What follows belongs to an exercise in optimizing a design on an open flow for small area, a short achievable clock period and few clock cycles per item; a production flow would make more cautious choices.
Function was checked by simulation only, so behaviour that the tests miss may differ from the original.
Power and IR drop assume default switching activity.

Design matrix_dac_top, start of the top module:
module matrix_dac_top
(
    input  logic          clk_250MHz,
    input  logic          rst,
    input  logic          trg,
    input  logic          psel,
    input  logic          penable,
    input  logic          pwrite,
    input  logic [15:0]   paddr,
    input  logic [31:0]   pwdata,
    output logic [31:0]   prdata,
    output logic          pready,
    output logic          pslverr,
    output logic [1:0]    state,
    output logic          dac_en,
    output logic [2:0]    dac_row,
    output logic [9:0]    dac_sample
);
Size in the first run: ~15000 cells after synthesis, roughly 6400 flip-flops, ~100 I/O pins.
==> module mac_unit, before the edit <==
module mac_unit
(
    input  logic                        clk_250MHz,
    input  logic                        rst,
    input  logic                        issue,
    input  logic                        first_in,
    input  logic [SAMPLE_W-1:0]         x_in,
    input  logic [MAX_ROWS*COE_W-1:0]   y_in,
    output logic                        free,
    output logic                        busy,
    output logic                        mid,
    output logic [MAX_ROWS*ACC_W/2-1:0] sums_a,
    output logic [MAX_ROWS*ACC_W/2-1:0] sums_b
);
    localparam int LANES = MAX_ROWS / 2;
    localparam int PROD_W = SAMPLE_W + COE_W;
    logic                   half0;
    logic                   half1;
    logic                   acc0;
    logic                   acc1;
    logic                   first_op;
    logic                   first_acc;
    logic [SAMPLE_W-1:0]    x [LANES];
    logic [LANES*COE_W-1:0] y_cur;
    logic [LANES*COE_W-1:0] y_nxt;
    assign free = !half0;
    assign busy = half0 || half1 || acc0;
    assign mid  = acc1;
    always_ff @(posedge clk_250MHz) begin
        if (rst) begin
            half0 <= 1'b0;
            half1 <= 1'b0;
            acc0  <= 1'b0;
            acc1  <= 1'b0;
        end else begin
            half0 <= issue;
            half1 <= half0 && !issue;
            acc0  <= half0;
            acc1  <= half1;
        end
    end
    always_ff @(posedge clk_250MHz) begin
        if (issue) begin
            first_op <= first_in;
        end
        y_cur <= issue ? y_in[LANES*COE_W-1:0] : y_nxt;
        y_nxt <= y_in[MAX_ROWS*COE_W-1:LANES*COE_W];
        first_acc <= first_op;
    end
    for (genvar l = 0; l < LANES; l++) begin : g_lane
        logic [ACC_W-1:0]  acc_a;
        logic [ACC_W-1:0]  acc_b;
        logic [ACC_W-1:0]  base;
        logic [COE_W*PROD_W-1:0] pp;
        logic [PROD_W-1:0] ps;
        logic [PROD_W-1:0] pc;
        logic [PROD_W-1:0] prod_s;
        logic [PROD_W-1:0] prod_c;
        for (genvar i = 0; i < COE_W; i++) begin : g_pp
            assign pp[i*PROD_W +: PROD_W] = y_cur[l*COE_W + i] ? (PROD_W'(x[l]) << i) : '0;
        end
        csa_tree #(.N(COE_W), .W(PROD_W)) tree_i (
            .rows (pp),
            .sum  (ps),
            .cry  (pc)
        );
        always_ff @(posedge clk_250MHz) begin
            if (issue) begin
                x[l] <= x_in;
            end
            prod_s <= ps;
            prod_c <= pc;
        end
        assign base = first_acc ? '0 : acc_a;
        always_ff @(posedge clk_250MHz) begin
            if (acc0 || acc1) begin
                acc_a <= acc_b;
                acc_b <= base + ACC_W'(prod_s) + ACC_W'(prod_c);
            end
        end
        assign sums_a[l*ACC_W +: ACC_W] = acc_a;
        assign sums_b[l*ACC_W +: ACC_W] = acc_b;
    end
endmodule
Settings: LEC_CHECK=0, CAP_MARGIN=30, CORE_MARGIN=2, CORE_UTILIZATION=30, CTS_BUF_LIST=sky130_fd_sc_hd__clkbuf_8, PLACE_DENSITY=0.5, SETUP_SLACK_MARGIN=5, SLEW_MARGIN=40, SYNTH_MEMORY_MAX_BITS=8192; clock period 10.0 ns.
run.sh (not shown) runs the stock make flow with config.mk's settings and CLKGATE_MAP_FILE= SYNTH_SCRIPT=/design/flow/synth_recipe.tcl, a recipe that flattens the netlist after the stock synthesis.
Testbench counts at the start, summed over its fixed seeds: cycles 9,965, runs 96.
Edit:
--- a/flow/design.v
+++ b/flow/design.v
@@ -104,10 +104,12 @@
     logic                   acc1;
     logic                   first_op;
     logic                   first_acc;
     logic [SAMPLE_W-1:0]    x [LANES];
+    logic [LANES*COE_W-1:0] y_lo;
+    logic [LANES*COE_W-1:0] y_hi;
+    logic [LANES*COE_W-1:0] y_hi2;
     logic [LANES*COE_W-1:0] y_cur;
-    logic [LANES*COE_W-1:0] y_nxt;
     assign free = !half0;
     assign busy = half0 || half1 || acc0;
     assign mid  = acc1;
     always_ff @(posedge clk_250MHz) begin
@@ -126,12 +128,14 @@
     always_ff @(posedge clk_250MHz) begin
         if (issue) begin
             first_op <= first_in;
         end
-        y_cur <= issue ? y_in[LANES*COE_W-1:0] : y_nxt;
-        y_nxt <= y_in[MAX_ROWS*COE_W-1:LANES*COE_W];
+        y_lo  <= y_in[LANES*COE_W-1:0];
+        y_hi  <= y_in[MAX_ROWS*COE_W-1:LANES*COE_W];
+        y_hi2 <= y_hi;
         first_acc <= first_op;
     end
+    assign y_cur = half1 ? y_hi2 : y_lo;
     for (genvar l = 0; l < LANES; l++) begin : g_lane
         logic [ACC_W-1:0]  acc_a;
         logic [ACC_W-1:0]  acc_b;
         logic [ACC_W-1:0]  base;
Outcome: Die area hardly moves; combinational power barely changes; cell area hardly moves; hold slack is worse by 3.7 ps; sequential share of layout area rose by 0.12 points; critical path depth rose by 1; power fell by 0.30%; sequential power is about the same; synthesized area hardly moves; via count fell by 0.61%; synthesized cell count fell by 1.1%.
Testbench counts after the change, summed over its fixed seeds: cycles 9,965, runs 96.

-- separate check: timing with driven ports --
The results above use ideal ports. As a check the final layouts listed here were re-extracted and re-timed, cells and wires unchanged.
Step 1 (the two cells are an assumption about what drives the block):
set clk [get_ports {clk_250MHz}]
set_driving_cell -lib_cell sky130_fd_sc_hd__clkbuf_16 $clk
set_driving_cell -lib_cell sky130_fd_sc_hd__buf_2 [delete_from_list [all_inputs] $clk]
Step 2, shift: input delay + t, output delay - t, t = (earliest + latest rising clock arrival at the registers) / 2. This alone moves slack from input paths to output paths.
Three values: no drivers, after step 1, after step 2; two values: the first two.
run	shift t [ns]	setup WS [ns]	worst hold slack (ns)	latest minus earliest clock arrival (ns)	worst slew at a driven data input, ns
the first run	1.573	5.057 / 5.020 / 5.020	0.325 / 0.325 / 0.325	0.155 / 0.154	0.26
the second run	1.512	5.005 / 4.965 / 4.965	0.321 / 0.321 / 0.321	0.205 / 0.205	0.09
After both steps every run listed still meets setup and hold. For the second run, which loses most, drivers alone change the setup slack by -0.040 ns; drivers and shift together by -0.040 ns.
